Context: an optimization exercise on an open-source flow, tuned for small area and few clock cycles. The choices shown serve that exercise and are no tape-out recipe.
Only simulation tests tie the RTL to the original design; equivalence was not proved.
Power and IR drop assume default switching activity.

<file path="config.mk">
export PLATFORM = sky130hd
export DESIGN_NAME = morse_key_timing_decoder
export DESIGN_NICKNAME = morse_key_timing_decoder
export VERILOG_FILES = /design/flow/design.v
export SDC_FILE = /design/flow/constraint.sdc
export NUM_CORES = 4
export LEC_CHECK = 0
export CAP_MARGIN = 20
export CORE_MARGIN = 2
export CORE_UTILIZATION = 40
export SLEW_MARGIN = 20
</file>
<file path="run.sh">
#!/bin/bash
# synth_recipe.tcl (not shown) runs the flow's synth.tcl, then flattens the netlist and writes it again
# the make line also repeats each setting of config.mk as NAME=value (left out here)
make -C /OpenROAD-flow-scripts/flow DESIGN_CONFIG=/design/flow/config.mk WORK_HOME=/design/flow/orfs CLKGATE_MAP_FILE= SYNTH_SCRIPT=/design/flow/synth_recipe.tcl finish
</file>
<file path="design.v">
module mktd_classify (
  input  logic        press_i,
  input  logic [23:0] duration_i,
  input  logic [23:0] dot_time_i,
  input  logic [23:0] dash_time_i,
  input  logic [23:0] leniency_i,
  output logic        win1_o,
  output logic        win2_o
);
  logic [27:0] d, dot, dash, len, n1, n2, dl;
  assign d    = {4'd0, duration_i};
  assign dot  = {4'd0, dot_time_i};
  assign dash = {4'd0, dash_time_i};
  assign len  = {4'd0, leniency_i};
  assign n1   = press_i ? (dot << 1) + dot : dot;
  assign n2   = press_i ? (dot << 3) - dot : dash;
  assign dl   = d + len;
  assign win1_o = (dl > n1) && (d < (n1 + len));
  assign win2_o = (dl > n2) && (d < (n2 + len));
endmodule
module mktd_decode (
  input  logic       clk_i,
  input  logic       rst_ni,
  input  logic       valid_i,
  input  logic [1:0] func_i,
  input  logic       win1_i,
  input  logic       win2_i,
  output logic       wr_o,
  output logic [6:0] entry_o
);
  logic [4:0] node_q, node_d;
  logic       pending, clear;
  logic [1:0] kind;
  assign pending = (node_q != 5'd1);
  always_comb begin
    node_d = node_q;
    wr_o   = 1'b0;
    kind   = 2'd0;
    clear  = 1'b0;
    if (valid_i) begin
      case (func_i)
        2'd0: begin
          if (win1_i) begin
            clear = 1'b1;
            wr_o  = pending;
          end else if (win2_i) begin
            clear = 1'b1;
            wr_o  = 1'b1;
            kind  = 2'd1;
          end
        end
        2'd1: begin
          if (win1_i || win2_i) begin
            if (node_q[4] || (node_q == 5'd0)) node_d = 5'd0;
            else node_d = {node_q[3:0], !win1_i};
          end
        end
        2'd2: begin
          clear = 1'b1;
          wr_o  = 1'b1;
          kind  = 2'd2;
        end
        default: ;
      endcase
    end
    if (clear) node_d = 5'd1;
  end
  assign entry_o = {node_q, kind};
  always_ff @(posedge clk_i or negedge rst_ni) begin
    if (!rst_ni) node_q <= 5'd1;
    else         node_q <= node_d;
  end
endmodule
module mktd_result_fifo #(
  parameter int DEPTH = 4
) (
  input  logic       clk_i,
  input  logic       rst_ni,
  input  logic       wr_i,
  input  logic [6:0] entry_i,
  output logic       full_o,
  output logic       pop_o,
  output logic       out_valid_o,
  input  logic       out_stall_i,
  output logic [6:0] character_o,
  output logic       unmatched_o,
  output logic       end_of_message_o,
  output logic       last_o
);
  localparam int AW = (DEPTH > 1) ? $clog2(DEPTH) : 1;
  localparam int CW = $clog2(DEPTH + 1);
  logic [6:0]    mem_q [DEPTH];
  logic [AW-1:0] wptr_q, rptr_q;
  logic [CW-1:0] count_q;
  logic          space_q;
  logic [6:0]    head;
  logic [4:0]    node;
  logic [1:0]    kind;
  logic          show_space, take;
  logic [6:0]    c;
  assign head        = mem_q[rptr_q];
  assign node        = head[6:2];
  assign kind        = head[1:0];
  assign out_valid_o = (count_q != '0);
  assign full_o      = (count_q == CW'(DEPTH));
  assign show_space  = (kind == 2'd1) && (space_q || (node == 5'd1));
  assign take        = out_valid_o && !out_stall_i;
  assign pop_o       = take && last_o;
  always_comb begin
    case (node)
      5'd5:  c = 7'd65;   
      5'd24: c = 7'd66;   
      5'd26: c = 7'd67;   
      5'd12: c = 7'd68;   
      5'd2:  c = 7'd69;   
      5'd18: c = 7'd70;   
      5'd14: c = 7'd71;   
      5'd16: c = 7'd72;   
      5'd4:  c = 7'd73;   
      5'd23: c = 7'd74;   
      5'd13: c = 7'd75;   
      5'd20: c = 7'd76;   
      5'd7:  c = 7'd77;   
      5'd6:  c = 7'd78;   
      5'd15: c = 7'd79;   
      5'd22: c = 7'd80;   
      5'd29: c = 7'd81;   
      5'd10: c = 7'd82;   
      5'd8:  c = 7'd83;   
      5'd3:  c = 7'd84;   
      5'd9:  c = 7'd85;   
      5'd17: c = 7'd86;   
      5'd11: c = 7'd87;   
      5'd25: c = 7'd88;   
      5'd27: c = 7'd89;   
      5'd28: c = 7'd90;   
      default: c = 7'd0;
    endcase
  end
  assign character_o      = show_space ? 7'd32 : c;
  assign unmatched_o      = !show_space && (node != 5'd1) && (c == 7'd0);
  assign end_of_message_o = (kind == 2'd2);
  assign last_o           = (kind != 2'd1) || show_space;
  always_ff @(posedge clk_i) begin
    if (wr_i) mem_q[wptr_q] <= entry_i;
  end
  always_ff @(posedge clk_i or negedge rst_ni) begin
    if (!rst_ni) begin
      wptr_q  <= '0;
      rptr_q  <= '0;
      count_q <= '0;
      space_q <= 1'b0;
    end else begin
      if (wr_i) wptr_q <= (wptr_q == AW'(DEPTH - 1)) ? '0 : wptr_q + 1'b1;
      if (pop_o) rptr_q <= (rptr_q == AW'(DEPTH - 1)) ? '0 : rptr_q + 1'b1;
      count_q <= count_q + CW'(wr_i) - CW'(pop_o);
      if (take) space_q <= !last_o;
    end
  end
endmodule
module morse_key_timing_decoder #(
  parameter int DEPTH = 4
) (
  input  logic        clk_i,
  input  logic        rst_ni,
  input  logic        in_valid_i,
  output logic        in_stall_o,
  input  logic [1:0]  func_i,
  input  logic [23:0] duration_us_i,
  output logic        out_valid_o,
  input  logic        out_stall_i,
  output logic [6:0]  character_o,
  output logic        unmatched_o,
  output logic        end_of_message_o,
  output logic        last_o,
  input  logic        cfg_valid_i,
  output logic        cfg_ready_o,
  input  logic [1:0]  cfg_index_i,
  input  logic [23:0] cfg_data_i
);
  localparam logic [23:0] DOT_TIME_RST  = 24'd1000000;
  localparam logic [23:0] DASH_TIME_RST = 24'd3000000;
  localparam logic [23:0] LENIENCY_RST  = 24'd500000;
  logic [23:0] dot_time_q, dash_time_q, leniency_q;
  logic        in_accept, full, pop, win1, win2, wr;
  logic [6:0]  entry;
  assign cfg_ready_o = 1'b1;
  always_ff @(posedge clk_i or negedge rst_ni) begin
    if (!rst_ni) begin
      dot_time_q  <= DOT_TIME_RST;
      dash_time_q <= DASH_TIME_RST;
      leniency_q  <= LENIENCY_RST;
    end else if (cfg_valid_i) begin
      case (cfg_index_i)
        2'd0: dot_time_q  <= cfg_data_i;
        2'd1: dash_time_q <= cfg_data_i;
        2'd2: leniency_q  <= cfg_data_i;
        default: ;
      endcase
    end
  end
  assign in_stall_o = full && !pop && !func_i[0];
  assign in_accept  = in_valid_i && !in_stall_o;
  mktd_classify u_classify (
    .press_i     (func_i == 2'd0),
    .duration_i  (duration_us_i),
    .dot_time_i  (dot_time_q),
    .dash_time_i (dash_time_q),
    .leniency_i  (leniency_q),
    .win1_o      (win1),
    .win2_o      (win2)
  );
  mktd_decode u_decode (
    .clk_i   (clk_i),
    .rst_ni  (rst_ni),
    .valid_i (in_accept),
    .func_i  (func_i),
    .win1_i  (win1),
    .win2_i  (win2),
    .wr_o    (wr),
    .entry_o (entry)
  );
  mktd_result_fifo #(
    .DEPTH (DEPTH)
  ) u_result_fifo (
    .clk_i            (clk_i),
    .rst_ni           (rst_ni),
    .wr_i             (wr),
    .entry_i          (entry),
    .full_o           (full),
    .pop_o            (pop),
    .out_valid_o      (out_valid_o),
    .out_stall_i      (out_stall_i),
    .character_o      (character_o),
    .unmatched_o      (unmatched_o),
    .end_of_message_o (end_of_message_o),
    .last_o           (last_o)
  );
endmodule
</file>
<file path="constraint.sdc">
create_clock -name core_clock -period 10.0 [get_ports {clk_i}]
set_input_delay 2.0000 -clock core_clock [delete_from_list [all_inputs] [get_ports {clk_i}]]
set_output_delay 2.0000 -clock core_clock [all_outputs]
set_load 0.01 [all_outputs]
</file>
==> results by group, run 1 <==
Global route
  – Number of global-route vias before repair: 11175
  – Largest net degree at the start of global routing: 76
  – Tot GR Track Use: 0.2183
  – Antenna violations before repair: 1
  – First-pass GRT wire length: 58990 um
  – GRT Residual Overflow: 0

Outcome
  – Status: finished clean

Setup path
  – Arr. time, crit path: a little under 10 ns
  – R2r setup slk: approximately 1.5 ns
  – Reg2Reg Capture Point: u_result_fifo.count_q[2]
  – CP top delay family: compound AO/OA/AOI/OAI gates
  – CP required: about 10 ns
  – Critical Path Stages: 29
  – CP startpoint kind: input pin
  – Critical path endpoint: u_result_fifo.count_q[2]
  – Crit path from: duration_us_i[0]
  – CP peak stage delay: about 0.56 ns
  – FF-to-FF path depth: 37
  – Worst path bufs/invs: 3
  – Slowest cell on crit path: or4_1
  – Cell mode on critical path: ha_1
  – Worst r2r src: dot_time_q[6]
  – Crit path capture type: register
  – CP max FO: 3
  – Kind of critical path: in -> reg

Clock network
  – H-tree Lvls: 4
  – Post-CTS setup repair buffer count: 0
  – CTS Hold Bufs: 0
  – Clk slew on worst S/H paths: approximately 0.060 ns
  – CTS tree: built
  – Post-CTS Resized: 0
  – CTS sink cnt: 113
  – Bufs on Longest Clock Path: 2
  – Root buf cell: clkbuf_16
  – Number of buffers created by CTS: 17
  – Clock latency (worst-skew pair): approximately 0.43 ns

Floorplanning
  – Top-Level Pins: 70
  – Full die area: ~35000 um2
  – DIE WIDTH: around 190 um
  – Row count: 66
  – Die Span Y: 185.8 um
  – Core area: roughly 33000 um2
  – Initial Utilization: 0.4062

Placement
  – Post-Place Setup Slack: 0.2333 ns
  – DP HPWL: 29700 um
  – IO Port Bufs: 68
  – Routability cong.: 0.8994

Drt
  – DRC: 0
  – Via count: between 10000 and 15000
  – Wire per inst: around 18 um
  – Top Metal Used: met4
  – Drt total wl: between 30000 and 40000 um
  – Drt first pass iters: 8
  – M1 WL: roughly 17000 um
  – Vias/cell: between 5 and 6
  – Metal3 WL: 1284 um
  – Routed Antenna Nets: 0
  – Initial DRC Count: 544
  – Met2 wire length: 17010 um

Synth
  – Synthesis-stage register bit count: between 100 and 150
  – Async set-reset flop share out of synthesis: 0.7522
  – Synth top cells by count: 231 x ha_1, 167 x nand2_1, 116 x o21ai_0
  – Mapped cell area: around 13000 um2
  – Syn_nets: about 1800
  – Synth Flop Type: dfrtp_1
  – Post-synth EDFFs: 28
  – Yosys top cell area share: 0.2187
  – Mapped Cells: 1551
  – Seq/Total Area, Yosys: 0.2269
  – Most frequent cell after synthesis: ha_1
  – Netlist cell types: about 70
  – Ranking of synthesized cells by area: ha_1 22%, dfrtp_1 11%, edfxtp_1 6.4%
  – Cell taking the most area after synthesis: ha_1
  – Syn Area/Cell: roughly 8.5 um2
  – Synth warn: 3

STA
  – Max frequency: roughly 110 MHz
  – Final TNS setup: 0 ns
  – Hold Vio Cnt, Final: 0
  – Rel. slew slack: 0.3691
  – Worst-margin pin slew: about 0.92 ns
  – Setup slack after layout: around 0.6 ns
  – # setup viols final: 0
  – Final min period: roughly 9.4 ns
  – Setup repair after global routing missed its margin: no
  – Pins Over Slew Limit: 0
  – Clock Skew: around 0.0097 ns
  – Final period utilization: 0.9401

Finish
  – Number of fill cells: approximately 3200
  – Antenna Cells: 0
  – P&R area growth vs syn: 13.83%
  – Layout Nets: between 1500 and 2000
  – Share of cells above drive strength 1: 0.08735

Min path
  – Worst Hold Class: reg -> reg

Pwr
  – Static leakage: between 6 and 7 nW
  – Power Dens Cells: about 270 nW/um2
  – Pwr Total: around 4.0 mW
  – Worst IR Drop VDD: roughly 0.14 mV

Job
  – Max cap viols: 0
==> layer usage <==
metal | global-route usage | up-vias
met3 | 0.02817 | 51
met2 | 0.3704 | 237
met4 | 0.06142 | 0
li1 | - | 5827
met1 | 0.2904 | 5347
met5 | 0 | -
==> how the worst min path moves through the flow <==
stage,to,start,cells after the start
2_1_floorplan,dash_time_q[0],dash_time_q[0],1
3_3_place_gp,dash_time_q[12],dash_time_q[12],1
3_5_place_dp,dash_time_q[12],dash_time_q[12],1
4_1_cts,dash_time_q[12],dash_time_q[12],1
5_1_grt,dash_time_q[5],dash_time_q[5],1
6_report,dash_time_q[12],dash_time_q[12],1
==> placed cells by master, fill, tap and decap left out, types with 6 or more instances in the layout <==
cell / n
edfxtp_1: 28
nor3_1: 21
o31ai_1: 10
o21a_1: 27
nand3_1: 24
and2_1: 14
nand2_1: 167
dfstp_2: 25
a31oi_1: 15
o31a_1: 6
nor2b_1: 20
clkbuf_16: 17
or3_1: 8
or2_2: 8
a21oi_1: 115
mux2i_1: 12
dfrtp_1: 60
nand2b_1: 21
a21o_1: 64
and3_1: 12
mux2_2: 52
xnor2_1: 60
o21bai_1: 14
a211oi_1: 20
nor2_1: 92
clkdlybuf4s50_1: 67
nand4_1: 26
buf_4: 12
ha_1: 231
o21ai_0: 116
o211ai_1: 21
inv_1: 114
xor2_1: 38
==> area by class of cell <==
| type | count | area (um2) | area share |
|---|---|---|---|
| clock buffer | 19 | 432.9 | 0.02878 |
| clock inverter | 13 | 162.7 | 0.01081 |
| inverter | 114 | 427.9 | 0.02844 |
| multi-input combinational | 1298 | 9697 | 0.6445 |
| sequential | 113 | 2999 | 0.1994 |
| tap | 442 | 553.0 | 0.03676 |
| timing repair buffer | 80 | 772.0 | 0.05131 |
==> sequential cells by signal, summed over array words and instances (netlist names) <==
| name | flops |
|---|---|
| dot_time_q | 24 |
| leniency_q | 24 |
| u_result_fifo.rptr_q | 2 |
| u_result_fifo.mem_q | 28 |
| u_result_fifo.space_q | 1 |
| dash_time_q | 24 |
| u_result_fifo.count_q | 3 |
| u_decode.node_q | 5 |
| u_result_fifo.wptr_q | 2 |
==> power by group <==
| group | internal [mW] | switching (mW) | total (mW) |
|---|---|---|---|
| Combinational | 1.18 | 1.49 | 2.67 |
| Clock | 0.392 | 0.229 | 0.621 |
| Sequential | 0.596 | 0.120 | 0.716 |
==> per-stage QoR <==
step | instance area [um2] | utilization | hold slack (ns) | std cells
after floorplan | 13220 | - | 0.4793 | 1551
after global placement | 14450 | 0.4440 | 0.4864 | 2047
after detailed placement | 14450 | 0.4440 | 0.4931 | 2047
after CTS | 15040 | 0.4623 | 0.5050 | 2079
after global routing | 15040 | 0.4624 | 0.5318 | 2079
final | 15040 | 0.4624 | 0.5033 | 2079
==> kinds of logic (layout without fill, tap and decap cells) <==
kind of cell / count (synthesis) / in the layout / synth area share
muxes: 71 / 71 / 0.06419
DFF: 113 / 113 / 0.2269
other: 1 / 1 / 0.0002837
xor gates and xnor gates: 98 / 98 / 0.06494
buffers and inverters: 140 / 226 / 0.04033
and+or+nand+nor: 436 / 436 / 0.1556
AOI/OAI and AO/OA: 456 / 456 / 0.2214
adders and majority gates: 236 / 236 / 0.2263
Testbench counts, summed over its fixed seeds: cycles 20,982.
==> inputs of run 2 (changes only) <==
--- a/design.v
+++ b/design.v
@@ -7,16 +7,30 @@
   output logic        win1_o,
   output logic        win2_o
 );
-  logic [27:0] d, dot, dash, len, n1, n2, dl;
-  assign d    = {4'd0, duration_i};
-  assign dot  = {4'd0, dot_time_i};
-  assign dash = {4'd0, dash_time_i};
-  assign len  = {4'd0, leniency_i};
-  assign n1   = press_i ? (dot << 1) + dot : dot;
-  assign n2   = press_i ? (dot << 3) - dot : dash;
-  assign dl   = d + len;
-  assign win1_o = (dl > n1) && (d < (n1 + len));
-  assign win2_o = (dl > n2) && (d < (n2 + len));
+  function automatic logic [27:0] radd(input logic [27:0] a, input logic [27:0] b, input logic cin);
+    logic c;
+    c = cin;
+    for (int i = 0; i < 28; i++) begin
+      radd[i] = a[i] ^ b[i] ^ c;
+      c = (a[i] & b[i]) | (a[i] & c) | (b[i] & c);
+    end
+  endfunction
+  function automatic logic rgt(input logic [27:0] a, input logic [27:0] b);
+    logic c;
+    c = 1'b0;
+    for (int i = 0; i < 28; i++) c = (a[i] & ~b[i]) | (a[i] & c) | (~b[i] & c);
+    rgt = c;
+  endfunction
+  logic [27:0] t, n1, n2, x, y;
+  logic        yneg;
+  assign t  = {4'd0, dot_time_i};
+  assign n1 = radd(t, press_i ? t << 1 : 28'd0, 1'b0);
+  assign n2 = radd(press_i ? t << 3 : {4'd0, dash_time_i}, press_i ? ~t : 28'd0, press_i);
+  assign x  = radd({4'd0, duration_i}, {4'd0, leniency_i}, 1'b0);
+  assign y  = radd({4'd0, duration_i}, ~{4'd0, leniency_i}, 1'b1);
+  assign yneg = y[27];
+  assign win1_o = rgt(x, n1) && (yneg || rgt(n1, y));
+  assign win2_o = rgt(x, n2) && (yneg || rgt(n2, y));
 endmodule
 module mktd_decode (
   input  logic       clk_i,
==> run 2 against run 1 <==
The layout now fails its checks (negative setup slack). Non-clock buffer count is 95 higher. Synthesized cell count decreased by 44%. Critical path depth increased by 15. Register-to-register slack worse by 2.6 ns. Largest cell class unchanged.
==> results by group, run 2 <==
Outcome
  – Status: complete, but fails checks
  – Layout Check Fails: negative setup slack

Synth
  – Mux cell area share after synthesis: 0.09241
  – Post-Synth Simple-Gate Area: 0.1214
  – Async set-reset flop share out of synthesis: 0.7522
  – Ranking of synthesized cells by area: fa_1 20%, dfrtp_1 17%, edfxtp_1 9.3%
  – Post-synth EDFFs: 28
  – Most frequent cell after synthesis: inv_1
  – Synth warn: 4
  – Synth Flop Type: dfrtp_1
  – Main combinational cell family by area after synthesis: adder cells
  – Syn Area/Cell: between 10 and 15 um2
  – Seq/Total Area, Yosys: 0.3306
  – Syn_nets: 1037
  – Compound-cell area share of the yosys netlist: 0.1439
  – Cell taking the most area after synthesis: fa_1
  – Netlist cell types: 74
  – Yosys top cell area share: 0.1986
  – Post-synthesis xor/xnor area fraction: 0.004828
  – Mapped Cells: 875
  – Synth top cells by count: 137 x inv_1, 90 x fa_1, 84 x nand2_1
  – Mapped cell area: around 9000 um2
  – Synthesis-stage register bit count: approximately 110
  – Adder-Cell Fraction of Synth Area: 0.2359

Placement
  – IO Port Bufs: 68
  – Routability cong.: around 0.87
  – Post-Place Setup Slack: -3.604 ns
  – Post-DP Area: around 11000 um2
  – DP HPWL: ~18000 um

Setup path
  – CP peak stage delay: between 0.4 and 0.5 ns
  – Cell mode on critical path: fa_2
  – CP startpoint kind: input pin
  – Crit path capture type: register
  – Slowest cell on crit path: or3b_4
  – CP max FO: 3
  – CP required: 10.32 ns
  – Arr. time, crit path: 12.82 ns
  – R2r setup slk: -1.17 ns
  – Kind of critical path: in -> reg

Floorplanning
  – Core area: roughly 22000 um2
  – Initial Utilization: 0.4044
  – Top-Level Pins: 70
  – Full die area: approximately 24000 um2
  – DIE WIDTH: approximately 150 um
  – Die Span Y: around 150 um
  – Row count: 55

Finish
  – Layout Nets: between 1000 and 1500
  – Share of cells above drive strength 1: 0.3640
  – Largest Register: u_result_fifo.mem_q
  – Fin area: ~12000 um2
  – P&R area growth vs syn: 31.61%
  – Most frequent cells in the layout: 126 x inv_1, 102 x buf_4, 89 x fa_2
  – Antenna Cells: 0
  – Largest register FFs: 28
  – Commonest non-fill, non-tap cell in the layout: inv_1

Global route
  – Tot GR Track Use: 0.2032
  – Number of global-route vias before repair: roughly 7500
  – GRT Residual Overflow: 0
  – Largest net degree at the start of global routing: between 40 and 50
  – Antenna violations before repair: 0
  – First-pass GRT wire length: around 38000 um

Clock network
  – Clk slew on worst S/H paths: 0.06 ns
  – Bufs on Longest Clock Path: 2
  – CTS Hold Bufs: 0
  – H-tree Lvls: 4
  – CTS tree: built
  – Clock latency (worst-skew pair): approximately 0.43 ns
  – Root buf cell: clkbuf_16
  – Number of buffers created by CTS: 17
  – CTS sink cnt: approximately 110

STA
  – Hold slack final: 0.5069 ns
  – Clock Skew: 0.008762 ns
  – Hold Vio Cnt, Final: 0
  – Setup repair after global routing missed its margin: yes
  – Pins Over Slew Limit: 0
  – Worst-margin pin slew: approximately 0.80 ns
  – Max frequency: 79.96 MHz
  – Rel. slew slack: 0.4518
  – Setup slack after layout: -2.507 ns
  – Final period utilization: 1.251
  – Final min period: 12.51 ns
  – # setup viols final: between 40 and 50
  – Final TNS setup: -81.08 ns

Pwr
  – Power Dens Cells: 256.0 nW/um2
  – Worst IR Drop VDD: ~0.14 mV
  – Static leakage: about 4.9 nW
  – Pwr Total: a little over 3 mW

Drt
  – Initial DRC Count: 360
  – Vias/cell: between 5 and 6
  – Via count: ~6900
  – Drt total wl: approximately 23000 um
  – Wire per inst: about 17 um
  – Routed Antenna Nets: 0
  – DRC: 0
  – Drt first pass iters: 5

Min path
  – Worst Hold Class: reg -> reg

Job
  – Max cap viols: 0
-- run 2: repair_timing --
item / 4_1_cts / 5_1_grt
setup buffers: 9 / 1
pin swaps: 26 / 16
endpoints found under the setup margin: 42 / 42
resized for setup: 61 / 25
gates cloned: 0 / 0
-- run 2: metal layers --
layer | up-vias | wire, um | global-route usage
met5 | - | 0 | 0
met4 | 0 | 419 | 0.06041
met3 | 27 | 672 | 0.03362
met2 | 126 | 11190 | 0.3489
met1 | 3441 | 10360 | 0.2654
li1 | 3345 | - | -
-- run 2: final timing paths --
| kind | startpoint | end | cells after the start |
|---|---|---|---|
| setup / recovery | func_i[0] | u_result_fifo.count_q[2] | 44 |
| hold / removal | dash_time_q[8] | dash_time_q[8] | 1 |
| setup reg to reg | dot_time_q[0] | u_result_fifo.count_q[2] | 43 |
| hold reg to reg | dash_time_q[8] | dash_time_q[8] | 1 |
| max in group asynchronous | rst_ni | dot_time_q[21] | 2 |
| min in group asynchronous | rst_ni | leniency_q[11] | 1 |
-- run 2: through the flow --
| stage | std cells | utilization |
|---|---|---|
| final | 1340 | 0.5322 |
| after global routing | 1340 | 0.5322 |
| after CTS | 1339 | 0.5269 |
| after detailed placement | 1298 | 0.4911 |
| after global placement | 1298 | 0.4911 |
| after floorplan | 875 | - |
-- run 2: where the power goes --
group | internal [mW] | switching [mW] | leakage, nW
registers | 0.588 | 0.0917 | 1.25
logic | 0.887 | 0.874 | 3.32
clock network | 0.354 | 0.263 | 0.284
total | 1.83 | 1.23 | 4.85
-- run 2: logic make-up (layout without fill, tap and decap cells) --
group / Yosys count / in the layout
AOI/OAI and AO/OA: 184 / 184
DFF: 113 / 113
muxes: 67 / 67
xor gates and xnor gates: 5 / 5
other: 1 / 1
adders and majority gates: 120 / 120
buffers and inverters: 166 / 346
and+or+nand+nor: 219 / 219
-- run 2: final cells by class --
class / count / area (um2)
tap: 285 / 356.6
clock inverter: 15 / 160.2
inverter: 139 / 526.8
fill: 1981 / 10500
clock buffer: 17 / 425.4
multi-input combinational: 596 / 5969
sequential: 113 / 2999
timing repair buffer: 175 / 1501
-- run 2: critical path: cells and delay by family --
| kind | cells | cell delay (ns) |
|---|---|---|
| xor+xnor | 2 | 0.27 |
| simple gates | 4 | 0.88 |
| buf+inv | 7 | 0.43 |
| fa+ha+maj | 27 | 8.56 |
| compound gates | 4 | 0.69 |
Testbench counts of run 2, summed over its fixed seeds: cycles 20,982.
==> inputs of run 3 (changes only) <==
--- a/design.v
+++ b/design.v
@@ -7,30 +7,38 @@
   output logic        win1_o,
   output logic        win2_o
 );
-  function automatic logic [27:0] radd(input logic [27:0] a, input logic [27:0] b, input logic cin);
-    logic c;
-    c = cin;
-    for (int i = 0; i < 28; i++) begin
-      radd[i] = a[i] ^ b[i] ^ c;
-      c = (a[i] & b[i]) | (a[i] & c) | (b[i] & c);
-    end
+  localparam int W = 28;
+  function automatic logic sign2(input logic [W-1:0] s, input logic [W-1:0] c, input logic ci);
+    logic k;
+    k = ci;
+    for (int i = 0; i < W - 1; i++) k = (s[i] & c[i]) | ((s[i] | c[i]) & k);
+    sign2 = s[W-1] ^ c[W-1] ^ k;
   endfunction
-  function automatic logic rgt(input logic [27:0] a, input logic [27:0] b);
-    logic c;
-    c = 1'b0;
-    for (int i = 0; i < 28; i++) c = (a[i] & ~b[i]) | (a[i] & c) | (~b[i] & c);
-    rgt = c;
+  logic [W-1:0] dn, t, l, nl, p2, gn, m;
+  logic [W-1:0] s1, c1, s2, c2, a1, a2;
+  assign dn = ~{4'd0, duration_i};
+  assign t  = W'(dot_time_i);
+  assign l  = W'(leniency_i);
+  assign nl = ~l;
+  assign p2 = press_i ? t << 1 : '0;
+  assign gn = ~(press_i ? t : '0);
+  assign m  = press_i ? t << 3 : W'(dash_time_i);
+  assign s1 = t ^ p2 ^ dn;
+  assign a1 = (t & p2) | (t & dn) | (p2 & dn);
+  assign c1 = {a1[W-2:0], 1'b0};
+  assign s2 = m ^ gn ^ dn;
+  assign a2 = (m & gn) | (m & dn) | (gn & dn);
+  assign c2 = {a2[W-2:0], 1'b1};
+  function automatic logic win(input logic [W-1:0] s, input logic [W-1:0] c,
+                               input logic [W-1:0] l, input logic [W-1:0] nl);
+    logic [W-1:0] xa, xb;
+    xa = (s & c) | (s & l) | (c & l);
+    xb = (s & c) | (s & nl) | (c & nl);
+    win = !sign2(s ^ c ^ l, {xa[W-2:0], 1'b0}, 1'b0) &&
+          sign2(s ^ c ^ nl, {xb[W-2:0], 1'b1}, 1'b1);
   endfunction
-  logic [27:0] t, n1, n2, x, y;
-  logic        yneg;
-  assign t  = {4'd0, dot_time_i};
-  assign n1 = radd(t, press_i ? t << 1 : 28'd0, 1'b0);
-  assign n2 = radd(press_i ? t << 3 : {4'd0, dash_time_i}, press_i ? ~t : 28'd0, press_i);
-  assign x  = radd({4'd0, duration_i}, {4'd0, leniency_i}, 1'b0);
-  assign y  = radd({4'd0, duration_i}, ~{4'd0, leniency_i}, 1'b1);
-  assign yneg = y[27];
-  assign win1_o = rgt(x, n1) && (yneg || rgt(n1, y));
-  assign win2_o = rgt(x, n2) && (yneg || rgt(n2, y));
+  assign win1_o = win(s1, c1, l, nl);
+  assign win2_o = win(s2, c2, l, nl);
 endmodule
 module mktd_decode (
   input  logic       clk_i,
@@ -85,9 +93,7 @@
     else         node_q <= node_d;
   end
 endmodule
-module mktd_result_fifo #(
-  parameter int DEPTH = 4
-) (
+module mktd_result_fifo (
   input  logic       clk_i,
   input  logic       rst_ni,
   input  logic       wr_i,
@@ -101,22 +107,20 @@
   output logic       end_of_message_o,
   output logic       last_o
 );
-  localparam int AW = (DEPTH > 1) ? $clog2(DEPTH) : 1;
-  localparam int CW = $clog2(DEPTH + 1);
-  logic [6:0]    mem_q [DEPTH];
-  logic [AW-1:0] wptr_q, rptr_q;
-  logic [CW-1:0] count_q;
-  logic          space_q;
-  logic [6:0]    head;
-  logic [4:0]    node;
-  logic [1:0]    kind;
-  logic          show_space, take;
-  logic [6:0]    c;
+  logic [6:0] mem_q [2];
+  logic [1:0] vld_q;
+  logic       wptr_q, rptr_q;
+  logic       space_q;
+  logic [6:0] head;
+  logic [4:0] node;
+  logic [1:0] kind;
+  logic       show_space, take;
+  logic [6:0] c;
   assign head        = mem_q[rptr_q];
   assign node        = head[6:2];
   assign kind        = head[1:0];
-  assign out_valid_o = (count_q != '0);
-  assign full_o      = (count_q == CW'(DEPTH));
+  assign out_valid_o = vld_q[rptr_q];
+  assign full_o      = &vld_q;
   assign show_space  = (kind == 2'd1) && (space_q || (node == 5'd1));
   assign take        = out_valid_o && !out_stall_i;
   assign pop_o       = take && last_o;
@@ -160,21 +164,24 @@
   end
   always_ff @(posedge clk_i or negedge rst_ni) begin
     if (!rst_ni) begin
-      wptr_q  <= '0;
-      rptr_q  <= '0;
-      count_q <= '0;
+      vld_q   <= '0;
+      wptr_q  <= 1'b0;
+      rptr_q  <= 1'b0;
       space_q <= 1'b0;
     end else begin
-      if (wr_i) wptr_q <= (wptr_q == AW'(DEPTH - 1)) ? '0 : wptr_q + 1'b1;
-      if (pop_o) rptr_q <= (rptr_q == AW'(DEPTH - 1)) ? '0 : rptr_q + 1'b1;
-      count_q <= count_q + CW'(wr_i) - CW'(pop_o);
+      if (pop_o) begin
+        vld_q[rptr_q] <= 1'b0;
+        rptr_q        <= !rptr_q;
+      end
+      if (wr_i) begin
+        vld_q[wptr_q] <= 1'b1;
+        wptr_q        <= !wptr_q;
+      end
       if (take) space_q <= !last_o;
     end
   end
 endmodule
-module morse_key_timing_decoder #(
-  parameter int DEPTH = 4
-) (
+module morse_key_timing_decoder (
   input  logic        clk_i,
   input  logic        rst_ni,
   input  logic        in_valid_i,
@@ -234,9 +241,7 @@
     .wr_o    (wr),
     .entry_o (entry)
   );
-  mktd_result_fifo #(
-    .DEPTH (DEPTH)
-  ) u_result_fifo (
+  mktd_result_fifo u_result_fifo (
     .clk_i            (clk_i),
     .rst_ni           (rst_ni),
     .wr_i             (wr),
==> run 3 against run 2 <==
Now clean on timing, DRC and antenna. Non-clock buffer count is 101 lower. Routed wire length is 1.5% lower. Clock skew is 0.00094 ns lower. Power shrank 21%. First-iteration DRC count is 0.28% lower. Synthesized area increased by 2.5%. Via count shrank 2.2%. Critical path type unchanged. Largest power group unchanged. Highest routed layer unchanged.
==> results by group, run 3 <==
Outcome
  – Status: finished clean

STA
  – Pins Over Slew Limit: 0
  – Rel. slew slack: 0.3302
  – Max frequency: 135.6 MHz
  – Hold Vio Cnt, Final: 0
  – Clock Skew: between 0.007 and 0.008 ns
  – Worst-margin pin slew: 0.9767 ns
  – # setup viols final: 0
  – Final min period: ~7.4 ns
  – Setup repair after global routing missed its margin: no
  – Final period utilization: 0.7374
  – Final TNS setup: 0 ns

Floorplanning
  – Full die area: 24470 um2
  – Row count: 55
  – Core area: around 23000 um2
  – Die Span Y: approximately 160 um
  – Top-Level Pins: 70
  – DIE WIDTH: around 160 um
  – Initial Utilization: 0.4093

Setup path
  – Crit path capture type: register
  – Worst path cell trace: clkdlybuf4s50_1 > nor2_2 > buf_4 > nand2_1 > fa_1 > fa_1 > inv_1 > a222oi_1 > or4b_1 > a41oi_1 > a211oi_1 > o21a_1 > and2_1 > nor3_1
  – Kind of critical path: in -> reg
  – CP max FO: 13
  – CP peak stage delay: 0.76 ns
  – Cell mode on critical path: fa_1
  – CP startpoint kind: input pin
  – CP required: 9.99 ns
  – Slowest cell on crit path: nor3_1
  – Arr. time, crit path: ~7.4 ns

Pwr
  – Worst IR Drop VDD: between 0.08 and 0.09 mV
  – Pwr Total: roughly 2.4 mW
  – Static leakage: about 4.5 nW
  – Power Dens Cells: about 230 nW/um2

Finish
  – Fin area: around 11000 um2
  – Largest regs: dash_time_q x24, dot_time_q x24, leniency_q x24
  – Antenna Cells: 0
  – Share of cells above drive strength 1: 0.1237
  – Post-Layout Cell Count: 1255
  – Multi-input gate area: 6136 um2
  – Most frequent cells in the layout: 151 x inv_1, 138 x fa_1, 71 x nand2_1
  – Total area of sequential cells: between 2000 and 3000 um2
  – Number of fill cells: about 2100
  – Layout Nets: 1170
  – P&R area growth vs syn: 14.08%
  – Commonest non-fill, non-tap cell in the layout: inv_1

Drt
  – Routed Antenna Nets: 0
  – DRC: 0
  – Drt total wl: around 22000 um
  – Via count: 6787
  – Wire per inst: about 18 um
  – Vias/cell: approximately 5.4
  – Drt first pass iters: 5
  – Initial DRC Count: roughly 360

Clock network
  – Root buf cell: clkbuf_16
  – CTS Hold Bufs: 0
  – CTS tree: built
  – H-tree Lvls: 3
  – Number of buffers created by CTS: 9
  – CTS sink cnt: 96
  – Post-CTS Resized: 0
  – Clock latency (worst-skew pair): 0.36 ns
  – Bufs on Longest Clock Path: 2
  – Post-CTS setup repair buffer count: 0
  – Clk slew on worst S/H paths: ~0.07 ns

Synth
  – Cell taking the most area after synthesis: fa_1
  – Compound-cell area share of the yosys netlist: 0.1564
  – Most frequent cell after synthesis: inv_1
  – Post-Synth Simple-Gate Area: 0.1030
  – Mapped cell area: 9294 um2
  – Synth warn: 4
  – Mux cell area share after synthesis: 0.07647
  – Adder-Cell Fraction of Synth Area: 0.3193
  – Post-synth EDFFs: 14
  – Syn_nets: roughly 1100
  – Post-synthesis xor/xnor area fraction: 0.003770
  – Yosys top cell area share: 0.2973
  – Seq/Total Area, Yosys: 0.2694
  – Synthesis-stage register bit count: 96
  – Mapped Cells: ~900
  – Async set-reset flop share out of synthesis: 0.8542
  – Syn Area/Cell: a little over 10 um2
  – Main combinational cell family by area after synthesis: adder cells
  – Netlist cell types: 70
  – Synth top cells by count: 151 x inv_1, 138 x fa_1, 71 x nand2_1
  – Ranking of synthesized cells by area: fa_1 30%, dfrtp_1 15%, dfstp_2 7.1%
  – Synth Flop Type: dfrtp_1

Global route
  – GRT Residual Overflow: 0
  – Largest net degree at the start of global routing: just over 80
  – First-pass GRT wire length: ~37000 um
  – Antenna violations before repair: 0
  – Number of global-route vias before repair: approximately 7200
  – Tot GR Track Use: 0.1949

Placement
  – Dpl cells: between 1000 and 1500
  – Post-DP Area: slightly above 10000 um2
  – Routability cong.: slightly below 0.9
  – IO Port Bufs: 68
  – DP HPWL: ~18000 um

Job
  – Max cap viols: 0

Min path
  – Worst Hold Class: reg -> reg
[run 3: cell types whose count changed after synthesis, sizes merged, moves of 9 or more]
| cell | before | now |
|---|---|---|
| a21boi | 20 | 1 |
| a21oi | 21 | 45 |
| edfxtp | 28 | 14 |
| fa | 90 | 138 |
| inv | 139 | 151 |
| nand2 | 84 | 71 |
| nand2b | 29 | 16 |
| nor2 | 28 | 44 |
| o31ai | 2 | 11 |
[run 3: metrics by stage]
stage          worst slack, ns  hold WS, ns  utilization
3_3_place_gp             2.355       0.4925       0.4532
4_1_cts                  2.583       0.5156       0.4667
5_1_grt                  2.289       0.5299       0.4669
6_report                 2.626       0.5115       0.4669
2_1_floorplan            3.605       0.4668            -
3_5_place_dp             2.194       0.4983       0.4532
[run 3: final cells by class]
type	instances	area share
multi-input combinational	632	0.5787
sequential	96	0.2361
timing repair buffer	74	0.06856
inverter	152	0.05393
tap	285	0.03363
clock buffer	9	0.02124
clock inverter	7	0.007789
[run 3: path summary, 6_finish.rpt]
check / from / end / slack, ns / cells after the start
setup / recovery: func_i[1] / u_result_fifo.mem_q[1][1] / 2.63 / 14
min in group asynchronous: rst_ni / dot_time_q[20] / 1.68 / 1
hold reg to reg: dash_time_q[1] / dash_time_q[1] / 0.51 / 1
hold / removal: dash_time_q[1] / dash_time_q[1] / 0.51 / 1
max in group asynchronous: rst_ni / dot_time_q[10] / 7.79 / 1
setup reg to reg: dot_time_q[0] / u_result_fifo.mem_q[1][1] / 5.09 / 12
[run 3: kinds of logic after synthesis]
group,Yosys count
other,1
adder cells (fa/ha/maj),156
XOR/XNOR,4
multiplexers,62
AND/OR/NAND/NOR,197
AO/OA/AOI/OAI,212
buffers and inverters,173
flip-flops,96
[run 3: routing by layer]
| layer | up-vias | GRT usage | routed length [um] |
|---|---|---|---|
| met1 | 3452 | 0.2572 | 10160 |
| met4 | 0 | 0.05155 | 316 |
| li1 | 3177 | - | - |
| met3 | 21 | 0.02825 | 826 |
| met2 | 137 | 0.3373 | 11010 |
| met5 | - | 0 | 0 |
[run 3: report_power, final]
part,internal [mW],leakage [nW],total [mW],switching (mW)
clock,0.199,0.145,0.371,0.172
sequential,0.493,1.08,0.568,0.0748
combinational,0.667,3.24,1.48,0.816
total,1.36,4.47,2.42,1.06
[run 3: worst max-delay path: cells and delay by family]
| family | cells | cell delay (ns) |
|---|---|---|
| buffers and inverters | 3 | 1.10 |
| AO/OA/AOI/OAI | 4 | 1.01 |
| AND/OR/NAND/NOR | 5 | 2.17 |
| adder cells (fa/ha/maj) | 2 | 1.05 |
Testbench counts of run 3, summed over its fixed seeds: cycles 21,393.
==> inputs of run 4 (changes only) <==
--- a/config.mk
+++ b/config.mk
@@ -5,6 +5,7 @@
 export SDC_FILE = /design/flow/constraint.sdc
 export NUM_CORES = 4
 export LEC_CHECK = 0
+export ABC_AREA = 1
 export CAP_MARGIN = 20
 export CORE_MARGIN = 2
 export CORE_UTILIZATION = 40
==> run 4 against run 3 <==
Critical endpoint is now u_result_fifo.mem_q[0][2]. Setup slack gained 0.28 ns. Still clean. Synthesized area up 1.1%. Count of clock-buffer cells in the layout stayed put. Hold slack worse by 0.027 ns.
==> results by group, run 4 <==
Synth
  – Mapped cell area: between 9000 and 10000 um2
  – Syn_nets: about 1400
  – Seq/Total Area, Yosys: 0.2664
  – Main combinational cell family by area after synthesis: adder cells
  – Cell taking the most area after synthesis: fa_1
  – Netlist cell types: 39
  – Post-synthesis xor/xnor area fraction: 0.002796
  – Most frequent cell after synthesis: inv_1
  – Synthesis-stage register bit count: 96
  – Compound-cell area share of the yosys netlist: 0.1161
  – Async set-reset flop share out of synthesis: 0.8542
  – Synth Flop Type: dfrtp_1
  – Syn Area/Cell: around 8 um2
  – Synth top cells by count: 300 x inv_1, 272 x nand2_1, 138 x fa_1
  – Post-Synth Simple-Gate Area: 0.1744
  – Synth warn: 4
  – Post-synth EDFFs: 14
  – Adder-Cell Fraction of Synth Area: 0.3072
  – Ranking of synthesized cells by area: fa_1 29%, dfrtp_1 15%, inv_1 12%
  – Yosys top cell area share: 0.2939
  – Mux cell area share after synthesis: 0.002130
  – Mapped Cells: ~1200

Drt
  – Wire per inst: ~13 um
  – Routed Antenna Nets: 0
  – DRC: 0
  – Initial DRC Count: 414
  – Met2 wire length: around 9500 um
  – Drt first pass iters: 5
  – Drt total wl: 20520 um
  – Via count: between 7000 and 8000
  – Metal3 WL: 464 um
  – Top Metal Used: met4
  – Vias/cell: approximately 4.6
  – M1 WL: around 10000 um

Clock network
  – Clk slew on worst S/H paths: ~0.08 ns
  – CTS Hold Bufs: 0
  – Post-CTS Resized: 0
  – Root buf cell: clkbuf_16
  – Number of buffers created by CTS: 9
  – Post-CTS setup repair buffer count: 0
  – Bufs on Longest Clock Path: 2
  – H-tree Lvls: 3
  – Clock latency (worst-skew pair): between 0.3 and 0.4 ns
  – CTS sink cnt: 96
  – CTS tree: built

Placement
  – Routability cong.: 0.8356
  – DP HPWL: 16500 um
  – IO Port Bufs: a little under 70

STA
  – Max frequency: between 100 and 150 MHz
  – Hold Vio Cnt, Final: 0
  – Worst-margin pin slew: roughly 1 ns
  – Final TNS setup: 0 ns
  – Pins Over Slew Limit: 0
  – # setup viols final: 0
  – Clock Skew: a little under 0.009 ns
  – Setup repair after global routing missed its margin: no
  – Final min period: 7.097 ns
  – Final period utilization: 0.7097
  – Rel. slew slack: 0.3223

Global route
  – First-pass GRT wire length: 35570 um
  – Tot GR Track Use: 0.1812
  – Largest net degree at the start of global routing: 51
  – Number of global-route vias before repair: 7401
  – GRT Residual Overflow: 0
  – Antenna violations before repair: 0

Finish
  – Share of cells above drive strength 1: 0.05475
  – Most frequent cells in the layout: 300 x inv_1, 272 x nand2_1, 138 x fa_1
  – Antenna Cells: 0
  – P&R area growth vs syn: 13.94%
  – Layout Nets: approximately 1400
  – Commonest non-fill, non-tap cell in the layout: inv_1
  – Largest regs: dash_time_q x24, dot_time_q x24, leniency_q x24

Pwr
  – Reg power frac: 0.245
  – Psw: roughly 1.0 mW
  – Internal power: 1.220 mW
  – Switching share of total power: 0.4614
  – Power Dens Cells: between 200 and 250 nW/um2
  – Clock power frac: 0.157
  – Comb pwr share: 0.598
  – Static leakage: 5.343 nW
  – Worst IR Drop VDD: approximately 0.10 mV
  – Pwr Total: approximately 2.3 mW

Floorplanning
  – Die Span Y: between 150 and 200 um
  – Full die area: roughly 25000 um2
  – Initial Utilization: 0.4040
  – DIE WIDTH: between 150 and 200 um
  – Core area: approximately 23000 um2
  – Row count: 56
  – Top-Level Pins: 70

Setup path
  – CP startpoint kind: input pin
  – Arr. time, crit path: approximately 7.1 ns
  – Cell mode on critical path: nand2_1
  – CP max FO: 46
  – Kind of critical path: in -> reg
  – CP required: between 10 and 15 ns
  – FF-to-FF path depth: 34
  – Slowest cell on crit path: inv_2
  – R2r setup slk: 5.50 ns
  – Worst r2r src: dot_time_q[6]
  – Reg2Reg Capture Point: u_result_fifo.mem_q[0][2]
  – CP peak stage delay: approximately 0.64 ns
  – Crit path capture type: register

Min path
  – Worst Hold Class: reg -> reg
  – Min-Delay Path Depth: 2
  – Hold Path End: dot_time_q[23]
  – Worst hold start: dot_time_q[23]

Job
  – Max cap viols: 0

Outcome
  – Status: finished clean
==> run 4: cell count changes after synthesis, sizes merged, moves of 13 or more <==
cell    previous run  this run
o21ai             49       106
nor2              44        84
nor2b             17         0
nand3              7        20
mux2              52         0
inv              151       303
nand2b            16         0
nand2             71       278
==> run 4: routing by layer <==
| metal | GRT usage | up-vias |
|---|---|---|
| met5 | 0 | - |
| met2 | 0.2936 | 84 |
| li1 | - | 3638 |
| met3 | 0.01404 | 20 |
| met1 | 0.2608 | 3396 |
| met4 | 0.05584 | 0 |
==> run 4: how the worst max path moves through the flow <==
stage / startpoint / to / slack (ns) / cells past startpoint
2_1_floorplan: func_i[1] / u_result_fifo.mem_q[0][0] / 4.03 / 40
3_3_place_gp: func_i[0] / u_result_fifo.mem_q[0][4] / 2.64 / 41
3_5_place_dp: func_i[0] / u_result_fifo.mem_q[0][4] / 2.48 / 41
4_1_cts: func_i[0] / u_result_fifo.mem_q[0][2] / 2.86 / 41
5_1_grt: func_i[0] / u_result_fifo.mem_q[0][2] / 2.26 / 41
6_report: func_i[0] / u_result_fifo.mem_q[0][2] / 2.90 / 41
==> run 4: cells by family (layout without fill, tap and decap cells) <==
logic type / count (synthesis) / after routing
and+or+nand+nor: 403 / 403
muxes: 2 / 2
other: 1 / 1
buffers and inverters: 325 / 388
DFF: 96 / 96
adders and majority gates: 148 / 148
AOI/OAI and AO/OA: 201 / 201
xor gates and xnor gates: 3 / 3
==> run 4: final cells by class <==
| type | instances | area [um2] |
|---|---|---|
| clock buffers | 9 | 225.2 |
| clock inverters | 7 | 75.07 |
| fillers | 2363 | 12550 |
| inverters | 303 | 1137 |
| multi-input cells | 758 | 5683 |
| flip-flops and latches | 96 | 2504 |
| well taps | 319 | 399.1 |
| repair buffers | 69 | 685.7 |
==> run 4: per-stage QoR <==
stage               std cells  utilization  setup WS, ns  cell area, um2  hold WS [ns]
floorplan                1179            -         4.028            9399        0.4497
global placement         1545       0.4475         2.637           10410        0.4678
detailed placement       1545       0.4475         2.480           10410        0.4740
CTS                      1561       0.4604         2.855           10710        0.4927
global route             1561       0.4604         2.258           10710        0.5066
finish                   1561       0.4604         2.903           10710        0.4848
==> run 4: power groups by stage <==
stage / Sequential [mW] / Combinational, mW / Clock, mW
global route: 0.567 / 1.61 / 0.379
CTS: 0.556 / 1.37 / 0.362
finish: 0.555 / 1.35 / 0.355
detailed placement: 0.563 / 1.36 / 0
global placement: 0.560 / 1.35 / 0
floorplan: 0.535 / 1.04 / 0
==> run 4: worst max-delay path: cells and delay by family <==
kind / cells / cell delay, ns
AND/OR/NAND/NOR: 34 / 2.25
buffers and inverters: 4 / 1.59
adder cells (fa/ha/maj): 2 / 1.15
AO/OA/AOI/OAI: 1 / 0.11
==> inputs of run 5 (changes only) <==
--- a/config.mk
+++ b/config.mk
@@ -5,8 +5,7 @@
 export SDC_FILE = /design/flow/constraint.sdc
 export NUM_CORES = 4
 export LEC_CHECK = 0
-export ABC_AREA = 1
 export CAP_MARGIN = 20
 export CORE_MARGIN = 2
-export CORE_UTILIZATION = 40
+export CORE_UTILIZATION = 70
 export SLEW_MARGIN = 20
==> run 5 against run 4 <==
Still clean. Final area is 2.2% lower. Power is 10% higher. Non-clock buffer count is 5 higher. Critical path type unchanged. Largest cell class unchanged. Largest power group unchanged.
==> results by group, run 5 <==
Pwr
  – Reg power frac: 0.228
  – Pwr Total: around 2.5 mW
  – Internal power: around 1.4 mW
  – Switching share of total power: 0.4425
  – Static leakage: approximately 4.5 nW
  – Worst IR Drop VDD: approximately 0.13 mV
  – Comb pwr share: 0.619
  – Power Dens Cells: roughly 240 nW/um2
  – Clock power frac: 0.153
  – Psw: 1.102 mW

Clock network
  – Number of buffers created by CTS: 9
  – Post-CTS Resized: 0
  – Clock latency (worst-skew pair): about 0.36 ns
  – CTS sink cnt: 96
  – CTS Hold Bufs: 0
  – CTS tree: built
  – H-tree Lvls: 3
  – Bufs on Longest Clock Path: 2
  – Clk slew on worst S/H paths: ~0.080 ns
  – Post-CTS setup repair buffer count: 0
  – Root buf cell: clkbuf_16

Floorplanning
  – DIE WIDTH: ~120 um
  – Core area: about 13000 um2
  – Die Span Y: roughly 120 um
  – Top-Level Pins: 70
  – Full die area: approximately 14000 um2
  – Initial Utilization: 0.7103
  – Row count: 42

Synth
  – Netlist cell types: 70
  – Syn Area/Cell: 10.32 um2
  – Seq/Total Area, Yosys: 0.2694
  – Most frequent cell after synthesis: inv_1
  – Async set-reset flop share out of synthesis: 0.8542
  – Synth warn: 4
  – Mux cell area share after synthesis: 0.07647
  – Synth Flop Type: dfrtp_1
  – Post-synthesis xor/xnor area fraction: 0.003770
  – Cell taking the most area after synthesis: fa_1
  – Ranking of synthesized cells by area: fa_1 30%, dfrtp_1 15%, dfstp_2 7.1%
  – Synthesis-stage register bit count: 96
  – Yosys top cell area share: 0.2973
  – Syn_nets: between 1000 and 1500
  – Compound-cell area share of the yosys netlist: 0.1564
  – Adder-Cell Fraction of Synth Area: 0.3193
  – Main combinational cell family by area after synthesis: adder cells
  – Post-synth EDFFs: 14
  – Post-Synth Simple-Gate Area: 0.1030
  – Mapped cell area: a little over 9000 um2
  – Synth top cells by count: 151 x inv_1, 138 x fa_1, 71 x nand2_1
  – Mapped Cells: 901

Job
  – Max cap viols: 0

Placement
  – Dpl cells: 1130
  – Routability cong.: 0.9485
  – Post-Place Setup Slack: approximately 2.7 ns
  – DP HPWL: ~18000 um
  – Post-DP Area: 10150 um2
  – IO Port Bufs: just under 70

Finish
  – Util after Layout: 0.8005
  – Post-Layout Cell Count: approximately 1100
  – Commonest non-fill, non-tap cell in the layout: inv_1
  – Most frequent cells in the layout: 151 x inv_1, 138 x fa_1, 71 x nand2_1
  – Fin area: approximately 10000 um2
  – Largest regs: dash_time_q x24, dot_time_q x24, leniency_q x24
  – Share of cells above drive strength 1: 0.1206
  – Layout Nets: 1170
  – Antenna Cells: 0
  – Multi-input gate area: ~6000 um2
  – Total area of sequential cells: around 2500 um2
  – P&R area growth vs syn: 12.71%
  – Number of fill cells: between 800 and 900

STA
  – Setup slack after layout: 2.880 ns
  – Hold slack final: 0.5154 ns
  – Worst-margin pin slew: 0.9502 ns
  – Setup repair after global routing missed its margin: no
  – Pins Over Slew Limit: 0
  – Final period utilization: 0.7120
  – Clock Skew: 0.01338 ns
  – Hold Vio Cnt, Final: 0
  – Final TNS setup: 0 ns
  – Final min period: 7.120 ns
  – Max frequency: 140.5 MHz
  – Rel. slew slack: 0.3484
  – # setup viols final: 0

Min path
  – Min-Delay Path Depth: 1
  – Worst Hold Class: reg -> reg
  – Worst hold start: dash_time_q[13]

Setup path
  – FF-to-FF path depth: 12
  – Worst r2r src: dot_time_q[0]
  – Crit path from: func_i[1]
  – Crit path capture type: register
  – Arr. time, crit path: roughly 7 ns
  – Kind of critical path: in -> reg
  – CP startpoint kind: input pin
  – CP max FO: 26
  – CP required: between 9 and 10 ns

Drt
  – Drt first pass iters: 6
  – Drt total wl: roughly 23000 um
  – Wire per inst: roughly 20 um
  – Via count: about 7000
  – Routed Antenna Nets: 0
  – DRC: 0
  – Vias/cell: approximately 6.3
  – Initial DRC Count: between 500 and 600

Global route
  – GRT Residual Overflow: 0
  – Number of global-route vias before repair: ~7800
  – Tot GR Track Use: 0.3480
  – Largest net degree at the start of global routing: slightly above 80
  – First-pass GRT wire length: approximately 38000 um
  – Antenna violations before repair: 0

Outcome
  – Status: finished clean
run 5: cell types whose count changed in the layout (fill, tap and decap cells not counted), moves of 8 or more:
cell      previous run  this run
nand2_1            272        71
inv_1              300       151
mux2_2               0        52
o21ai_0             99        49
nor2_1              83        44
nor2b_1              0        17
nand2b_1             0        16
a22oi_1              4        14
o22ai_1             26        16
maj3_1               0         8
nand3_1             15         7
run 5: worst max-delay path: stages:
cell and delay (ns):
clkdlybuf4s50_1 0.77, or2_2 0.61, nor2_1 0.19, fa_1 0.57, inv_1 0.07, fa_1 0.58
inv_1 0.08, a221oi_1 0.30, o211ai_1 0.19, a21o_1 0.21, a211oi_1 0.35, o21a_1 0.29
nor3_1 0.10, nor3_1 0.78
run 5: layout make-up:
class	instances	area share
clock buffer	10	0.02186
clock inverter	6	0.008600
inverter	152	0.05459
multi-input combinational	632	0.5855
sequential	96	0.2390
tap	176	0.02102
timing repair buffer	74	0.06940
run 5: cells by family after synthesis:
kind of cell / after synthesis
AOI/OAI and AO/OA: 212
xor gates and xnor gates: 4
adders and majority gates: 156
buffers and inverters: 173
DFF: 96
muxes: 62
other: 1
and+or+nand+nor: 197
run 5: final timing paths:
path | slack, ns | endpoint
max | 2.88 | u_result_fifo.mem_q[1][4]
min | 0.52 | dash_time_q[13]
max reg2reg | 5.18 | u_result_fifo.mem_q[1][4]
min reg2reg | 0.52 | dash_time_q[13]
max in group asynchronous | 7.81 | dot_time_q[15]
min in group asynchronous | 1.69 | leniency_q[3]
run 5: per-layer routing:
metal	global-route usage	routed length, um
met5	0	0
met1	0.4427	9037
met3	0.04550	1430
met4	0.1518	855
met2	0.6024	11640
run 5: power by group through the flow:
stage / sequential, mW / combinational (mW) / clock, mW
after floorplan: 0.545 / 1.10 / 0
after global placement: 0.571 / 1.41 / 0
after detailed placement: 0.574 / 1.48 / 0
after CTS: 0.568 / 1.50 / 0.382
after global routing: 0.580 / 1.69 / 0.398
final: 0.569 / 1.54 / 0.381
==> inputs of run 6 (changes only) <==
==> flow/run.sh (new file) <==
#!/bin/bash
# Standard layout, with the port buffers made of the smallest buffer cell.
set -euo pipefail
export BUFFER_PORTS_ARGS="-buffer_cell sky130_fd_sc_hd__buf_1"
bash standard.sh > flow_make.log 2>&1
==> standard.sh (new file) <==
#!/bin/bash
# synth_recipe.tcl (not shown) runs the flow's synth.tcl, then flattens the netlist and writes it again
# the make line also repeats each setting of config.mk as NAME=value (left out here)
make -C /OpenROAD-flow-scripts/flow DESIGN_CONFIG=/design/flow/config.mk WORK_HOME=/design/flow/orfs CLKGATE_MAP_FILE= SYNTH_SCRIPT=/design/flow/synth_recipe.tcl "${@:-finish}"
--- a/config.mk
+++ b/config.mk
@@ -7,5 +7,5 @@
 export LEC_CHECK = 0
 export CAP_MARGIN = 20
 export CORE_MARGIN = 2
-export CORE_UTILIZATION = 70
+export CORE_UTILIZATION = 40
 export SLEW_MARGIN = 20
removed: run.sh
==> run 6 against run 5 <==
Critical path depth is 1 lower. Register-to-register slack worse by 0.19 ns. Die area grew 72%. Global-route usage shrank 15 points. Clock skew fell by 0.0035 ns. Sequential share of layout area increased by 0.67 points. Fmax grew 2.3%. Sequential cell count unchanged. Core utilization is 35 points lower. Critical path type unchanged. Critical endpoint is now u_result_fifo.mem_q[1][2]. Largest cell class unchanged.
==> results by group, run 6 <==
Outcome
  – Status: finished clean

Min path
  – Worst hold start: dash_time_q[0]
  – Hold Path End: dash_time_q[0]
  – Min-Delay Path Depth: 1
  – Worst Hold Class: reg -> reg

STA
  – Setup repair after global routing missed its margin: no
  – Pins Over Slew Limit: 0
  – Worst-margin pin slew: 1.038 ns
  – Setup slack after layout: roughly 3 ns
  – Clock Skew: ~0.0099 ns
  – # setup viols final: 0
  – Hold Vio Cnt, Final: 0
  – Final min period: 6.960 ns
  – Final period utilization: 0.6960
  – Max frequency: about 140 MHz
  – Final TNS setup: 0 ns
  – Rel. slew slack: 0.3024

Drt
  – Initial DRC Count: roughly 350
  – Wire per inst: between 15 and 20 um
  – Drt total wl: approximately 22000 um
  – Drt first pass iters: 7
  – Vias/cell: 5.337
  – Via count: roughly 6700
  – DRC: 0
  – Routed Antenna Nets: 0

Placement
  – Post-Place Setup Slack: about 2.6 ns
  – Routability cong.: roughly 0.86
  – IO Port Bufs: 68
  – DP HPWL: ~18000 um
  – Post-DP Area: ~9900 um2

Synth
  – Synthesis-stage register bit count: between 90 and 100
  – Seq/Total Area, Yosys: 0.2694
  – Synth Flop Type: dfrtp_1
  – Syn_nets: around 1100
  – Netlist cell types: 70
  – Ranking of synthesized cells by area: fa_1 30%, dfrtp_1 15%, dfstp_2 7.1%
  – Syn Area/Cell: ~10 um2
  – Post-synth EDFFs: 14
  – Synth top cells by count: 151 x inv_1, 138 x fa_1, 71 x nand2_1
  – Most frequent cell after synthesis: inv_1
  – Yosys top cell area share: 0.2973
  – Cell taking the most area after synthesis: fa_1
  – Synth warn: 4
  – Async set-reset flop share out of synthesis: 0.8542
  – Mapped Cells: ~900
  – Mapped cell area: 9294 um2

Setup path
  – Crit path from: func_i[1]
  – FF-to-FF path depth: 12
  – Kind of critical path: in -> reg
  – CP max FO: 13
  – R2r setup slk: 4.99 ns
  – Reg2Reg Capture Point: u_result_fifo.mem_q[1][2]
  – CP startpoint kind: input pin
  – Crit path capture type: register
  – Worst r2r src: dot_time_q[0]
  – Arr. time, crit path: 6.95 ns
  – CP required: around 10 ns

Clock network
  – Clock latency (worst-skew pair): between 0.3 and 0.4 ns
  – CTS tree: built
  – Post-CTS setup repair buffer count: 0
  – H-tree Lvls: 3
  – Bufs on Longest Clock Path: 2
  – CTS Hold Bufs: 0
  – Root buf cell: clkbuf_16
  – CTS sink cnt: between 90 and 100
  – Post-CTS Resized: 0
  – Number of buffers created by CTS: 9
  – Clk slew on worst S/H paths: around 0.08 ns

Global route
  – Largest net degree at the start of global routing: 83
  – Tot GR Track Use: 0.1952
  – Antenna violations before repair: 0
  – GRT Residual Overflow: 0
  – First-pass GRT wire length: around 37000 um
  – Number of global-route vias before repair: roughly 7100

Floorplanning
  – Row count: 55
  – DIE WIDTH: 156.4 um
  – Die Span Y: about 160 um
  – Initial Utilization: 0.4093
  – Full die area: 24470 um2
  – Top-Level Pins: 70
  – Core area: roughly 23000 um2

Finish
  – P&R area growth vs syn: 9.639%
  – Fin area: slightly above 10000 um2
  – Number of fill cells: approximately 2200
  – Multi-input gate area: about 6100 um2
  – Total area of sequential cells: about 2500 um2
  – Util after Layout: 0.4487
  – Share of cells above drive strength 1: 0.1255
  – Largest regs: dash_time_q x24, dot_time_q x24, leniency_q x24
  – Antenna Cells: 0
  – Most frequent cells in the layout: 151 x inv_1, 138 x fa_1, 71 x nand2_1
  – Commonest non-fill, non-tap cell in the layout: inv_1
  – Layout Nets: between 1000 and 1500

Job
  – Max cap viols: 0

Pwr
  – Worst IR Drop VDD: between 0.08 and 0.09 mV
  – Static leakage: roughly 4.3 nW
  – Power Dens Cells: approximately 230 nW/um2
  – Pwr Total: ~2.3 mW
## run 6: changes by cell type in the layout (fill, tap and decap cells not counted), sizes merged
cell           delta
buf              +68
bufinv            -2
clkdlybuf4s50    -67
clkinv            +2
inv               +1
## run 6: report_power, final
part | switching (mW) | internal, mW
logic | 0.800 | 0.620
clock network | 0.179 | 0.177
registers | 0.0772 | 0.493
total | 1.06 | 1.29
## run 6: layout make-up
type,instances,share of cell area
inverter,152,0.05611
tap,285,0.03499
clock buffer,9,0.02210
multi-input combinational,632,0.6022
timing repair buffer,76,0.03168
clock inverter,7,0.007245
sequential,96,0.2457
## run 6: worst max-delay path, cell delays in order
cell and delay [ns]:
buf_1 0.25, nor2_2 0.62, nand2_1 0.21, fa_1 0.47, fa_1 0.61, inv_1 0.06, a222oi_1 0.52, or4b_1 0.54
a41oi_1 0.32, a211oi_1 0.14, o21a_1 0.21, and2_1 0.18, nor3_1 0.83
## run 6: layer usage
layer  vias up  GRT usage  part of all wire
met3        25    0.02160             0.025
met5         -          0                 0
met4         0    0.06247             0.022
li1       3174          -                 -
met1      3400     0.2592              0.46
met2       109     0.3359              0.49
## run 6: per-stage QoR
stage | instances | hold WS, ns
4_1_cts | 1257 | 0.5207
3_3_place_gp | 1241 | 0.4924
3_5_place_dp | 1241 | 0.5033
2_1_floorplan | 901 | 0.4668
5_1_grt | 1257 | 0.5400
6_report | 1257 | 0.5183
## run 6: worst max path at each step
stage	endpoint	slack, ns	depth (start not counted)
6_report	u_result_fifo.mem_q[1][2]	3.04	13
4_1_cts	u_result_fifo.mem_q[1][5]	3.03	13
5_1_grt	u_result_fifo.mem_q[1][5]	2.75	17
3_5_place_dp	u_result_fifo.mem_q[1][3]	2.65	13
2_1_floorplan	u_result_fifo.mem_q[1][0]	3.61	15
3_3_place_gp	u_result_fifo.mem_q[1][3]	2.71	13
## run 6: cell families after synthesis
kind of cell             synth area share
AO/OA/AOI/OAI                      0.1564
adder cells (fa/ha/maj)            0.3193
XOR/XNOR                         0.003770
other                           0.0004035
AND/OR/NAND/NOR                    0.1030
buffers and inverters             0.07121
flip-flops                         0.2694
multiplexers                      0.07647
==> inputs of run 7 (changes only) <==
--- a/design.v
+++ b/design.v
@@ -220,7 +220,7 @@
       endcase
     end
   end
-  assign in_stall_o = full && !pop && !func_i[0];
+  assign in_stall_o = full && !pop && ((func_i == 2'd2) || ((func_i == 2'd0) && (win1 || win2)));
   assign in_accept  = in_valid_i && !in_stall_o;
   mktd_classify u_classify (
     .press_i     (func_i == 2'd0),
==> run 7 against run 6 <==
Via count up 0.61%. Largest cell class unchanged. Synthesized cell count down 0.11%. First-iteration DRC count is 2.9% lower. Still clean on timing, DRC and antenna. Setup slack worse by 1.6 ns. Synthesized area fell by 1.5%. Critical path depth increased by 2. Final area decreased by 1.7%. Cell count fell by 0.40%. Clock skew up 0.0016 ns. Core utilization down 0.51 points. Global-route usage is 0.14 points lower.
==> results by group, run 7 <==
Pwr
  – Power Dens Cells: 233.8 nW/um2
  – Static leakage: 4.270 nW
  – Pwr Total: 2.340 mW
  – Worst IR Drop VDD: 0.09951 mV

Finish
  – Commonest non-fill, non-tap cell in the layout: inv_1
  – Post-Layout Cell Count: 1252
  – Most frequent cells in the layout: 160 x inv_1, 138 x fa_1, 90 x nand2_1
  – Util after Layout: 0.4436
  – Share of cells above drive strength 1: 0.1251
  – Antenna Cells: 0
  – Fin area: between 10000 and 15000 um2
  – Number of fill cells: 2225
  – P&R area growth vs syn: 9.407%
  – Largest regs: dash_time_q x24, dot_time_q x24, leniency_q x24
  – Layout Nets: between 1000 and 1500

STA
  – Rel. slew slack: 0.4087
  – Final min period: about 8.6 ns
  – Final period utilization: 0.8594
  – # setup viols final: 0
  – Max frequency: roughly 120 MHz
  – Worst-margin pin slew: 0.8623 ns
  – Hold Vio Cnt, Final: 0
  – Pins Over Slew Limit: 0
  – Final TNS setup: 0 ns
  – Setup repair after global routing missed its margin: no
  – Clock Skew: 0.01152 ns

Drt
  – Met2 wire length: 10630 um
  – Wire per inst: roughly 17 um
  – Top Metal Used: met4
  – Drt first pass iters: 5
  – Via count: 6749
  – Vias/cell: between 5 and 6
  – Metal3 WL: 835 um
  – Routed Antenna Nets: 0
  – M1 WL: between 10000 and 15000 um
  – DRC: 0
  – Initial DRC Count: approximately 340
  – Drt total wl: roughly 22000 um

Clock network
  – CTS sink cnt: 96
  – Root buf cell: clkbuf_16
  – Clk slew on worst S/H paths: ~0.070 ns
  – H-tree Lvls: 3
  – Post-CTS setup repair buffer count: 0
  – CTS tree: built
  – Bufs on Longest Clock Path: 2
  – Number of buffers created by CTS: 9
  – CTS Hold Bufs: 0
  – Clock latency (worst-skew pair): approximately 0.37 ns
  – Post-CTS Resized: 0

Global route
  – Largest net degree at the start of global routing: 51
  – Antenna violations before repair: 0
  – First-pass GRT wire length: 36530 um
  – GRT Residual Overflow: 0
  – Tot GR Track Use: 0.1938
  – Number of global-route vias before repair: 7085

Min path
  – Worst Hold Class: reg -> reg

Placement
  – DP HPWL: roughly 17000 um
  – Post-DP Area: ~9700 um2
  – Dpl cells: ~1200
  – IO Port Bufs: roughly 70
  – Routability cong.: roughly 0.86

Floorplanning
  – Row count: between 50 and 60
  – Die Span Y: between 150 and 200 um
  – Top-Level Pins: 70
  – Full die area: 24100 um2
  – DIE WIDTH: between 150 and 200 um
  – Initial Utilization: 0.4054
  – Core area: around 23000 um2

Setup path
  – Kind of critical path: in -> out
  – R2r setup slk: between 5 and 6 ns
  – CP startpoint kind: input pin
  – CP required: approximately 8 ns
  – CP max FO: 24
  – Arr. time, crit path: 6.59 ns
  – Crit path capture type: primary output

Synth
  – Mapped Cells: 900
  – Syn Area/Cell: 10.17 um2
  – Synth warn: 4
  – Yosys top cell area share: 0.3019
  – Synth top cells by count: 160 x inv_1, 138 x fa_1, 90 x nand2_1
  – Cell taking the most area after synthesis: fa_1
  – Most frequent cell after synthesis: inv_1
  – Synthesis-stage register bit count: 96
  – Async set-reset flop share out of synthesis: 0.8542
  – Ranking of synthesized cells by area: fa_1 30%, dfrtp_1 16%, dfstp_2 7.2%
  – Syn_nets: around 1100
  – Seq/Total Area, Yosys: 0.2736
  – Post-synth EDFFs: 14
  – Synth Flop Type: dfrtp_1
  – Mapped cell area: slightly above 9000 um2
  – Netlist cell types: 70

Job
  – Max cap viols: 0

Outcome
  – Status: finished clean
[run 7: cell types whose count changed after synthesis, moves of 6 or more]
cell,previous run,this run
a22o_1,9,2
o22ai_1,16,29
nand2b_1,16,5
o21ai_0,49,35
inv_1,151,160
nand2_1,71,90
nor2b_1,17,4
a21oi_1,45,51
[run 7: report_power, final]
part	switching, mW	internal [mW]
clock	0.181	0.179
combinational	0.812	0.586
sequential	0.0820	0.501
[run 7: per-layer routing]
metal | global-route usage | vias to the layer above
li1 | - | 3135
met1 | 0.2646 | 3449
met2 | 0.3274 | 142
met3 | 0.02423 | 23
met4 | 0.05592 | 0
met5 | 0 | -
[run 7: path summary, 6_finish.rpt]
check,start,cells after the start,endpoint
min in group asynchronous,rst_ni,1,dash_time_q[11]
max,func_i[0],15,in_stall_o
max in group asynchronous,rst_ni,2,leniency_q[3]
min reg2reg,dash_time_q[12],1,dash_time_q[12]
max reg2reg,dot_time_q[17],13,u_result_fifo.mem_q[0][1]
min,dash_time_q[12],1,dash_time_q[12]
[run 7: worst max-delay path: stages]
cell and delay (ns):
buf_1 0.21, nor2_4 0.62, nand2_1 0.19, inv_1 0.14
a21oi_1 0.07, fa_1 0.58, fa_1 0.46, o211ai_1 0.18
a21oi_1 0.10, a2111oi_0 0.70, o2111ai_1 0.24, o221ai_1 0.27
o21ai_2 0.16, a211oi_1 0.44, buf_1 0.21
[run 7: area by class of cell]
cell class	count	area (um2)	area share
Multi-Input combinational cell	621	5948	0.5941
Sequential cell	96	2504	0.2501
Inverter	162	608.1	0.06073
Tap cell	285	356.6	0.03562
Timing Repair Buffer	72	289.0	0.02887
Clock buffer	9	225.2	0.02249
Clock inverter	7	81.33	0.008123
[run 7: metrics by stage]
step,setup slack [ns],hold slack (ns)
5_1_grt,1.104,0.5348
3_3_place_gp,1.570,0.4934
4_1_cts,1.421,0.5124
3_5_place_dp,1.441,0.4942
6_report,1.406,0.5113
2_1_floorplan,2.399,0.4728
[run 7: kinds of logic after synthesis]
kind of cell | count (synthesis) | synth area share
flip-flops | 96 | 0.2736
AO/OA/AOI/OAI | 203 | 0.1467
multiplexers | 64 | 0.07957
adder cells (fa/ha/maj) | 155 | 0.3232
AND/OR/NAND/NOR | 194 | 0.09489
other | 1 | 0.0004098
XOR/XNOR | 4 | 0.004650
buffers and inverters | 183 | 0.07698
Testbench counts of run 7, summed over its fixed seeds: cycles 21,145.
